Context: an optimization exercise on an open-source flow, tuned for small area and a short achievable clock period. The choices shown serve that exercise and are no tape-out recipe. Function was checked by simulation only, so behaviour that the tests miss may differ from the original. No activity file was given, so power comes from the tool's default toggle rates.

File: flow/config.mk
export PLATFORM = sky130hd
export DESIGN_NAME = vector_wavegen
export DESIGN_NICKNAME = vector_wavegen
export VERILOG_FILES = /design/flow/design.v
export SDC_FILE = /design/flow/constraint.sdc
export NUM_CORES = 4
export LEC_CHECK = 0
export CAP_MARGIN = 20
export CORE_MARGIN = 2
export CORE_UTILIZATION = 40
export SLEW_MARGIN = 20
File: flow/design.v
`default_nettype none
package wavegen_pkg;
    localparam int pos_w        = 8;     
    localparam int list_depth   = 16;    
    localparam int index_w      = 4;     
    localparam int clks_per_bit = 16;    
    localparam logic [7:0] hdr_byte = 8'hAA;
    localparam logic [7:0] trl_byte = 8'h55;
    localparam logic [2:0] op_nop       = 3'd0;
    localparam logic [2:0] op_line      = 3'd1;
    localparam logic [2:0] op_incr      = 3'd2;
    localparam logic [2:0] op_decr      = 3'd3;
    localparam logic [2:0] op_jump      = 3'd4;
    localparam logic [2:0] op_x_rect    = 3'd5;
    localparam logic [2:0] op_y_rect    = 3'd6;
    localparam logic [2:0] op_line_down = 3'd7;
    localparam logic [1:0] mv_up   = 2'd0;
    localparam logic [1:0] mv_down = 2'd1;
    localparam logic [1:0] mv_hold = 2'd2;
    localparam logic [2:0] ph_start = 3'd0;
    localparam logic [2:0] ph_one   = 3'd1;
    localparam logic [2:0] ph_two   = 3'd2;
    localparam logic [2:0] ph_three = 3'd3;
    localparam logic [2:0] ph_done  = 3'd4;
    localparam logic [1:0] fld_op = 2'd0;
    localparam logic [1:0] fld_a  = 2'd1;
    localparam logic [1:0] fld_b  = 2'd2;
    localparam logic [1:0] fld_c  = 2'd3;
    localparam int entry_w = 3 + 3 * pos_w;
    localparam int list_wr_w = 1 + 1 + 2 + index_w + pos_w;
endpackage
`default_nettype wire
`timescale 1ns/1ps
`default_nettype none
import wavegen_pkg::*;
module uart_rx (
    input  logic             clk,
    input  logic             reset,
    input  logic             rxd,
    output logic [pos_w-1:0] rx_byte,
    output logic             rx_valid
);
    localparam logic [1:0] rx_idle  = 2'd0;
    localparam logic [1:0] rx_start = 2'd1;
    localparam logic [1:0] rx_data  = 2'd2;
    localparam logic [1:0] rx_stop  = 2'd3;
    logic [1:0]                      state;
    logic [1:0]                      sync;       
    logic [$clog2(clks_per_bit)-1:0] tick;       
    logic [2:0]                      bit_cnt;
    logic [pos_w-1:0]                shift;
    logic                            rx_bit;
    logic                            half_end;
    logic                            full_end;
    assign rx_bit   = sync[1];
    assign half_end = (tick == clks_per_bit / 2 - 1);
    assign full_end = (tick == clks_per_bit - 1);
    always_ff @(posedge clk) begin
        if (reset) begin
            sync     <= 2'b11;       
            state    <= rx_idle;
            tick     <= '0;
            bit_cnt  <= '0;
            rx_valid <= 1'b0;
        end else begin
            sync     <= {sync[0], rxd};
            rx_valid <= 1'b0;
            case (state)
                rx_idle: begin
                    tick <= '0;
                    if (!rx_bit)
                        state <= rx_start;
                end
                rx_start: begin
                    tick <= tick + 1'b1;
                    if (half_end) begin          
                        tick    <= '0;
                        bit_cnt <= '0;
                        state   <= rx_bit ? rx_idle : rx_data;   
                    end
                end
                rx_data: begin
                    tick <= tick + 1'b1;
                    if (full_end) begin
                        tick    <= '0;
                        bit_cnt <= bit_cnt + 1'b1;
                        if (bit_cnt == 3'd7)
                            state <= rx_stop;
                    end
                end
                default: begin                   
                    tick <= tick + 1'b1;
                    if (full_end) begin
                        rx_valid <= rx_bit;      
                        state    <= rx_idle;
                    end
                end
            endcase
        end
    end
    always_ff @(posedge clk) begin
        if (state == rx_data && full_end)
            shift <= {rx_bit, shift[pos_w-1:1]};
    end
    assign rx_byte = shift;
endmodule
`default_nettype wire
`timescale 1ns/1ps
`default_nettype none
import wavegen_pkg::*;
module program_loader (
    input  logic                 clk,
    input  logic                 reset,
    input  logic [pos_w-1:0]     rx_byte,
    input  logic                 rx_valid,
    output logic [list_wr_w-1:0] list_wr,    
    output logic                 loaded
);
    localparam logic [1:0] ld_idle    = 2'd0;
    localparam logic [1:0] ld_type    = 2'd1;
    localparam logic [1:0] ld_data    = 2'd2;
    localparam logic [1:0] ld_trailer = 2'd3;
    logic [1:0]         state;
    logic [2:0]         sel;         
    logic [index_w-1:0] count;       
    logic               wr_valid;
    logic               wr_axis;
    logic [1:0]         wr_field;
    logic [index_w-1:0] wr_index;
    logic [pos_w-1:0]   wr_data;
    always_ff @(posedge clk) begin
        if (reset) begin
            state    <= ld_idle;
            count    <= '0;
            loaded   <= 1'b0;
            wr_valid <= 1'b0;
        end else begin
            wr_valid <= 1'b0;        
            if (rx_valid) begin
                case (state)
                    ld_idle: begin
                        if (rx_byte == hdr_byte)
                            state <= ld_type;
                    end
                    ld_type: begin
                        sel   <= rx_byte[2:0];
                        count <= '0;
                        state <= ld_data;
                    end
                    ld_data: begin
                        wr_valid <= 1'b1;
                        wr_axis  <= sel[2];
                        wr_field <= sel[1:0];
                        wr_index <= count;
                        wr_data  <= rx_byte;
                        count    <= count + 1'b1;
                        if (count == index_w'(list_depth - 1))
                            state <= ld_trailer;
                    end
                    default: begin           
                        if (rx_byte == trl_byte)
                            loaded <= 1'b1;
                        state <= ld_idle;
                    end
                endcase
            end
        end
    end
    assign list_wr = {wr_valid, wr_axis, wr_field, wr_index, wr_data};
endmodule
`default_nettype wire
`timescale 1ns/1ps
`default_nettype none
import wavegen_pkg::*;
module display_list (
    input  logic                 clk,
    input  logic                 reset,
    input  logic [list_wr_w-1:0] list_wr,    
    input  logic                 x_done,
    input  logic                 y_done,
    input  logic                 run,
    output logic [entry_w-1:0]   x_entry,    
    output logic [entry_w-1:0]   y_entry,
    output logic                 advance,
    output logic [index_w-1:0]   list_index
);
    logic [entry_w-1:0] x_tab [list_depth];
    logic [entry_w-1:0] y_tab [list_depth];
    logic               wr_valid;
    logic               wr_axis;
    logic [1:0]         wr_field;
    logic [index_w-1:0] wr_index;
    logic [pos_w-1:0]   wr_data;
    assign {wr_valid, wr_axis, wr_field, wr_index, wr_data} = list_wr;
    function automatic logic [entry_w-1:0] put_field(input logic [entry_w-1:0] old,
                                                     input logic [1:0]         field,
                                                     input logic [pos_w-1:0]   data);
        logic [entry_w-1:0] e;
        e = old;
        case (field)
            fld_op:  e[entry_w-1 -: 3]     = data[2:0];      
            fld_a:   e[3*pos_w-1 -: pos_w] = data;
            fld_b:   e[2*pos_w-1 -: pos_w] = data;
            default: e[pos_w-1:0]          = data;           
        endcase
        put_field = e;
    endfunction
    always_ff @(posedge clk) begin
        if (reset) begin
            for (int i = 0; i < list_depth; i++) begin
                x_tab[i] <= '0;      
                y_tab[i] <= '0;
            end
        end else if (wr_valid) begin
            if (wr_axis)
                y_tab[wr_index] <= put_field(y_tab[wr_index], wr_field, wr_data);
            else
                x_tab[wr_index] <= put_field(x_tab[wr_index], wr_field, wr_data);
        end
    end
    assign x_entry = x_tab[list_index];
    assign y_entry = y_tab[list_index];
    always_ff @(posedge clk) begin
        if (reset) begin
            list_index <= '0;
            advance    <= 1'b0;
        end else begin
            advance <= run && x_done && y_done && !advance;
            if (run && advance)
                list_index <= list_index + 1'b1;     
        end
    end
endmodule
`default_nettype wire
`timescale 1ns/1ps
`default_nettype none
import wavegen_pkg::*;
module axis_sequencer (
    input  logic               clk,
    input  logic               reset,
    input  logic               run,
    input  logic               advance,
    input  logic [entry_w-1:0] entry,    
    output logic [pos_w-1:0]   pos,
    output logic               done
);
    logic [2:0]       e_op;
    logic [pos_w-1:0] e_a;
    logic [pos_w-1:0] e_b;
    logic [pos_w-1:0] e_c;
    logic [2:0]       phase;
    logic [pos_w-1:0] cnt;           
    logic [pos_w-1:0] cnt_inc;
    logic [pos_w-1:0] cnt_nxt;
    logic [pos_w-1:0] pos_nxt;
    logic [2:0]       phase_nxt;
    logic [2:0]       cur;           
    logic [1:0]       mv;
    logic             load;          
    logic             last;          
    assign {e_op, e_a, e_b, e_c} = entry;
    function automatic logic [pos_w-1:0] phase_len(input logic [2:0]       p,
                                                   input logic [pos_w-1:0] a,
                                                   input logic [pos_w-1:0] b);
        phase_len = (p == ph_start || p == ph_two) ? a : b;
    endfunction
    function automatic logic [2:0] skip_empty(input logic [2:0]       p,
                                              input logic [pos_w-1:0] a,
                                              input logic [pos_w-1:0] b);
        logic [2:0] q;
        q = p;
        for (int i = 0; i < 4; i++) begin
            if (q != ph_done && phase_len(q, a, b) == '0)
                q = q + 3'd1;
        end
        skip_empty = q;
    endfunction
    always_comb begin
        mv        = mv_hold;
        load      = 1'b0;
        last      = 1'b0;
        cur       = phase;
        phase_nxt = phase;
        cnt_inc   = cnt + 1'b1;
        cnt_nxt   = cnt_inc;
        case (e_op)
            op_nop: last = 1'b1;
            op_jump: begin
                load = 1'b1;
                last = 1'b1;
            end
            op_line, op_line_down: begin
                if (phase == ph_start) begin
                    load      = 1'b1;
                    phase_nxt = ph_one;
                    cnt_nxt   = '0;
                    last      = (e_b == '0);
                end else begin
                    mv   = (e_op == op_line) ? mv_up : mv_down;
                    last = (cnt_inc == e_b);
                end
            end
            op_incr, op_decr: begin
                if (e_a != '0)
                    mv = (e_op == op_incr) ? mv_up : mv_down;
                last = (e_a == '0) || (cnt_inc == e_a);     
            end
            default: begin       
                cur = skip_empty(phase, e_a, e_b);
                if (cur == ph_done) begin
                    last = 1'b1;                 
                end else begin
                    if (e_op == op_x_rect)
                        mv = (cur == ph_start) ? mv_up : (cur == ph_two) ? mv_down : mv_hold;
                    else
                        mv = (cur == ph_one) ? mv_up : (cur == ph_three) ? mv_down : mv_hold;
                    phase_nxt = cur;
                    if (cnt_inc == phase_len(cur, e_a, e_b)) begin
                        phase_nxt = cur + 3'd1;
                        cnt_nxt   = '0;
                        last      = (skip_empty(cur + 3'd1, e_a, e_b) == ph_done);
                    end
                end
            end
        endcase
        case (mv)
            mv_up:   pos_nxt = pos + e_c;        
            mv_down: pos_nxt = pos - e_c;
            default: pos_nxt = pos;
        endcase
        if (load)
            pos_nxt = e_a;
    end
    always_ff @(posedge clk) begin
        if (reset) begin
            phase <= ph_start;
            cnt   <= '0;
            pos   <= '0;
            done  <= 1'b0;
        end else if (run) begin
            if (advance) begin
                phase <= ph_start;
                cnt   <= '0;
                done  <= 1'b0;
            end else if (!done) begin
                pos   <= pos_nxt;
                cnt   <= cnt_nxt;
                phase <= last ? ph_done : phase_nxt;
                done  <= last;       
            end
        end
    end
endmodule
`default_nettype wire
`timescale 1ns/1ps
`default_nettype none
import wavegen_pkg::*;
module vector_wavegen (
    input  logic               clk,
    input  logic               reset,
    input  logic               enable,
    input  logic               rxd,
    output logic [pos_w-1:0]   xdac,
    output logic [pos_w-1:0]   ydac,
    output logic [index_w-1:0] list_index,
    output logic               loaded
);
    logic [pos_w-1:0]     rx_byte;
    logic                 rx_valid;
    logic [list_wr_w-1:0] list_wr;
    logic [entry_w-1:0]   x_entry;
    logic [entry_w-1:0]   y_entry;
    logic                 advance;
    logic                 x_done;
    logic                 y_done;
    logic                 run;
    assign run = enable || loaded;
    uart_rx rx0 (
        .clk      (clk),
        .reset    (reset),
        .rxd      (rxd),
        .rx_byte  (rx_byte),
        .rx_valid (rx_valid)
    );
    program_loader loader0 (
        .clk      (clk),
        .reset    (reset),
        .rx_byte  (rx_byte),
        .rx_valid (rx_valid),
        .list_wr  (list_wr),
        .loaded   (loaded)
    );
    display_list list0 (
        .clk        (clk),
        .reset      (reset),
        .list_wr    (list_wr),
        .x_done     (x_done),
        .y_done     (y_done),
        .run        (run),
        .x_entry    (x_entry),
        .y_entry    (y_entry),
        .advance    (advance),
        .list_index (list_index)
    );
    axis_sequencer x_axis (
        .clk     (clk),
        .reset   (reset),
        .run     (run),
        .advance (advance),
        .entry   (x_entry),
        .pos     (xdac),
        .done    (x_done)
    );
    axis_sequencer y_axis (
        .clk     (clk),
        .reset   (reset),
        .run     (run),
        .advance (advance),
        .entry   (y_entry),
        .pos     (ydac),
        .done    (y_done)
    );
endmodule
`default_nettype wire
File: flow/constraint.sdc
create_clock -name core_clock -period 12.0 [get_ports {clk}]
set_input_delay 2.4000 -clock core_clock [delete_from_list [all_inputs] [get_ports {clk}]]
set_output_delay 2.4000 -clock core_clock [all_outputs]
set_load 0.01 [all_outputs]
File: flow/run.sh
#!/bin/bash
# synth_recipe.tcl (not shown) runs the flow's synth.tcl, then flattens the netlist and writes it again
# the make line also repeats each setting of config.mk as NAME=value (left out here)
make -C /OpenROAD-flow-scripts/flow DESIGN_CONFIG=/design/flow/config.mk WORK_HOME=/design/flow/orfs CLKGATE_MAP_FILE= SYNTH_SCRIPT=/design/flow/synth_recipe.tcl finish
==> run_results.csv <==
group,metric,value,unit
logic_synthesis,yosys-top-cells-count,"edfxtp_1 (890), and2_1 (781), mux4_2 (231)",
global_routing,overflow,0,
cts,post_cts_hold_buffer_count,0,
floorplanning,core.rowCount,127,
detailed_routing,via_per_inst,5.41,
floorplanning,die_h,350,um
detailed_routing,wl_per_cell,23.6,um
logic_synthesis,synthMostInstantiatedCell,"edfxtp_1",
global_routing,first_global_vias,28400,
cts,cts_tree,"built",
place,placed_area,0.0501,mm^2
pwr,p_sw_share,22.1,%
cells_and_area,antenna_cells,0,
global_routing,track_usage,20.1,%
timing,relSlewSlack,21.2,%
cts,clockBufferDepth,3,
logic_synthesis,syn_area,0.0480,mm^2
logic_synthesis,ys_seq_elements,959,
worst_setup_path,cp_max_fo,23,
pwr,powerDensity,141,mW/mm^2
detailed_routing,drt-total-wl,124,mm
timing,fin_skew,0.0260,ns
min_path,hold_end,"loader0.wr_field[1]$_DFFE_PP_",
timing,slew_violations,0,
floorplanning,die_w,350,um
cells_and_area,fill_cells,10500,
logic_synthesis,synthCells,3550,
detailed_routing,ant_nets,0,
global_routing,grt_max_degree,84,
cts,numCtsBuffers,102,
cts,clkLatencyLatePin,0.69,ns
min_path,hold_path_class,"reg -> reg",
logic_synthesis,synth_top_cell_by_area,"edfxtp_1",
worst_setup_path,crit_path_end_kind,"register",
logic_synthesis,synthTopCellsByArea,"edfxtp_1 (56%), mux4_2 (11%), and2_1 (10%), dfxtp_1 (2.9%), ha_1 (2.1%)",
timing,clock.fmax,88.4,MHz
worst_setup_path,required,12.59,ns
worst_setup_path,cpMostUsedCell,"ha_1",
detailed_routing,first_pass_iters,5,
floorplanning,coreArea,0.119,mm^2
cts,cts.reportedPaths.clkPinSlew,0.06,ns
pwr,combPwrFrac,6.2,%
pwr,irDropWorstVdd,101,uV
worst_setup_path,critPathArrivalTime,11.90,ns
timing,worst_pin_slew,1.18,ns
floorplanning,ios,25,
pwr,intPower,5.95,mW
min_path,worstHoldStart,"loader0.sel[1]$_DFFE_PP_",
worst_setup_path,ff2ff_path_depth,46,
detailed_routing,drt_iter0_drc,2540,
logic_synthesis,yosysWarningCount,4,
logic_synthesis,async_reset_ff_share,0,%
worst_setup_path,rrSetupSlack,0.68,ns
cts,cts_root_buffer,"clkbuf_16",
cells_and_area,syn_to_final_growth,12.9,%
logic_synthesis,syn-num-nets,3638,
pwr,leakage,19.2,nW
logic_synthesis,synthFlopType,"edfxtp_1",
logic_synthesis,yosysSeqAreaShare,58.6,%
worst_setup_path,critPathKind,"reg -> reg",
pwr,pwr-share-seq,50.5,%
cells_and_area,nets,3651,
cts,numClockSinks,959,
logic_synthesis,yosysTopAreaCellShare,55.7,%
detailed_routing,drc,0,
job,drv_cap,0,
global_routing,grt_pass1_wl,186,mm
worst_setup_path,cpPeakStageDelay,0.57,ns
cts,htreeDepth,3,
logic_synthesis,synth_edf_count,890,
worst_setup_path,start_kind,"register",
place,numPortBuffers,24,
timing,hold_slack,0.419,ns
global_routing,antenna_found_initial,2,
timing,setup_violations,0,
pwr,power.switching,1.69,mW
floorplanning,die_area,0.123,mm^2
worst_setup_path,cp_slowest_cell,"a2111o_1",
timing,period_minus_slack,11.32,ns
status,status,"complete, no violations",
timing,fin_crit_sh,94.3,%
cells_and_area,drive_above_1_share,18.6,%
place,dp_hpwl,81.6,mm
pwr,p_clk_share,43.3,%
min_path,whs_path_depth,0,
logic_synthesis,avgSynthCellArea,13.5,um^2
detailed_routing,route.vias.total,28500,
pwr,finalPower,7.64,mW
worst_setup_path,r2r-end,"x_axis.done$_SDFFE_PP0N_",
floorplanning,start_util,40.1,%
timing,finalHoldViolations,0,
cells_and_area,final_cell_area,0.0541,mm^2
place,globalplace.congestion,0.861,
logic_synthesis,synth_cell_type_count,96,
## sequential cells by signal, indices dropped and copies added (netlist names), 2 cells and up, named ones only
name / cells
list0.x_tab: 432
list0.y_tab: 432
loader0.wr_data: 8
rx0.shift: 8
x_axis.cnt: 8
x_axis.pos: 8
y_axis.cnt: 8
y_axis.pos: 8
list0.list_index: 4
loader0.count: 4
loader0.wr_index: 4
rx0.tick: 4
loader0.sel: 3
rx0.bit_cnt: 3
x_axis.phase: 3
y_axis.phase: 3
loader0.state: 2
loader0.wr_field: 2
rx0.state: 2
rx0.sync: 2
## per-layer routing
layer / wire length (um) / track usage [%]
met1: 53000 / 27.0
met2: 61400 / 34.2
met3: 6930 / 3.19
met4: 2640 / 5.05
met5: 0 / 0
## how the worst max path moves through the flow
stage,endpoint,slack [ns],cells after the start,start
3_5_place_dp,x_axis.done$_SDFFE_PP0N_,-0.16,47,register
3_3_place_gp,x_axis.done$_SDFFE_PP0N_,0.003,49,register
5_1_grt,y_axis.phase[1]$_SDFFE_PP0P_,-0.15,60,register
4_1_cts,x_axis.done$_SDFFE_PP0N_,0.009,51,register
2_1_floorplan,y_axis.phase[1]$_SDFFE_PP0P_,0.49,55,register
6_report,x_axis.done$_SDFFE_PP0N_,0.68,46,register
## per-stage QoR
step                      setup TNS (ns)  instances  setup slack, ns  util [%]
after floorplan                        0       3550            0.492         -
after global placement                 0       5056          0.00276      41.9
after detailed placement          -0.359       5056           -0.164      41.9
after CTS                              0       5254          0.00902      44.9
after global routing              -0.413       5265           -0.149      45.3
final                                  0       5265            0.685      45.3
## layout by cell type (no fill, tap or decap), types with 41 or more instances in the layout
cell         n
xor2_1      41
a22oi_1     45
nor2_1     213
nand2_1     90
ha_1        81
and2_1     780
mux4_2     231
edfxtp_1   890
inv_1       67
clkbuf_16  106
or2_2      101
o21ai_0     42
dfxtp_1     65
a21o_1      55
buf_4       90
and3_1     105
a21oi_1     66
mux2i_1     48
## logic make-up after synthesis
group                    Yosys count  share of synthesized area (%)
AO/OA/AOI/OAI                    341                           4.95
XOR/XNOR                          89                           1.69
adder cells (fa/ha/maj)           84                           2.22
buffers and inverters            289                           2.43
flip-flops                       959                           58.6
multiplexers                     288                           12.1
AND/OR/NAND/NOR                 1500                           18.0
## cell type report
cell class / count / area (um^2) / share of cell area, %
Tap cell: 1612 / 2020 / 3.73
Timing Repair Buffer: 130 / 1230 / 2.28
Sequential cell: 959 / 28100 / 52.0
Clock inverter: 50 / 648 / 1.20
Clock buffer: 144 / 2860 / 5.29
Inverter: 68 / 255 / 0.472
Multi-Input combinational cell: 2302 / 19000 / 35.1
## what timing repair did
action                                  4_1_cts  5_1_grt
gates resized for setup                       3       67
endpoints found under the setup margin        4        8
cloned                                        0        2
buffers inserted                              4        8
pin swaps                                     0        5
## power groups by stage
stage	Clock, mW	Combinational [mW]	Sequential [mW]
3_5_place_dp	0	0.465	3.93
6_report	3.30	0.474	3.86
2_1_floorplan	0	0.332	3.90
5_1_grt	3.47	0.517	3.87
4_1_cts	3.36	0.469	3.86
3_3_place_gp	0	0.460	3.93
## critical path, delay by kind of cell (launching register included)
kind	cells	cell delay [ns]
AOI/OAI and AO/OA	14	3.13
xor gates and xnor gates	3	0.62
adders and majority gates	8	1.89
buffers and inverters	4	0.81
DFF	1	0.53
muxes	5	1.61
and+or+nand+nor	12	2.56

static timing again, ports no longer ideal:
The results above use ideal ports. As a check the final layout listed here was re-extracted and re-timed, cells and wires unchanged.
Step 1 sets driving cells, clkbuf_16 on the clock port and buf_2 on the other inputs (assumed; they add their load-dependent delay and slew).
Step 2 times the ports against the registers' clock, not the clock port: input delays grow and output delays shrink by t, the midpoint of the rising clock arrivals with the driver on.
Slacks: no drivers / after step 1 / after step 2; pairs: no drivers / after step 1.
t (ns): 0.753
setup WS [ns]: 0.685 / 0.685 / 0.685
worst register clock-pin slew, ns: 0.07 / 0.07
pins driven straight from the clock port: 1
After both steps setup and hold are still met in this run. For this run, drivers alone change the setup slack by 0.000 ns; drivers and shift together by 0.000 ns.
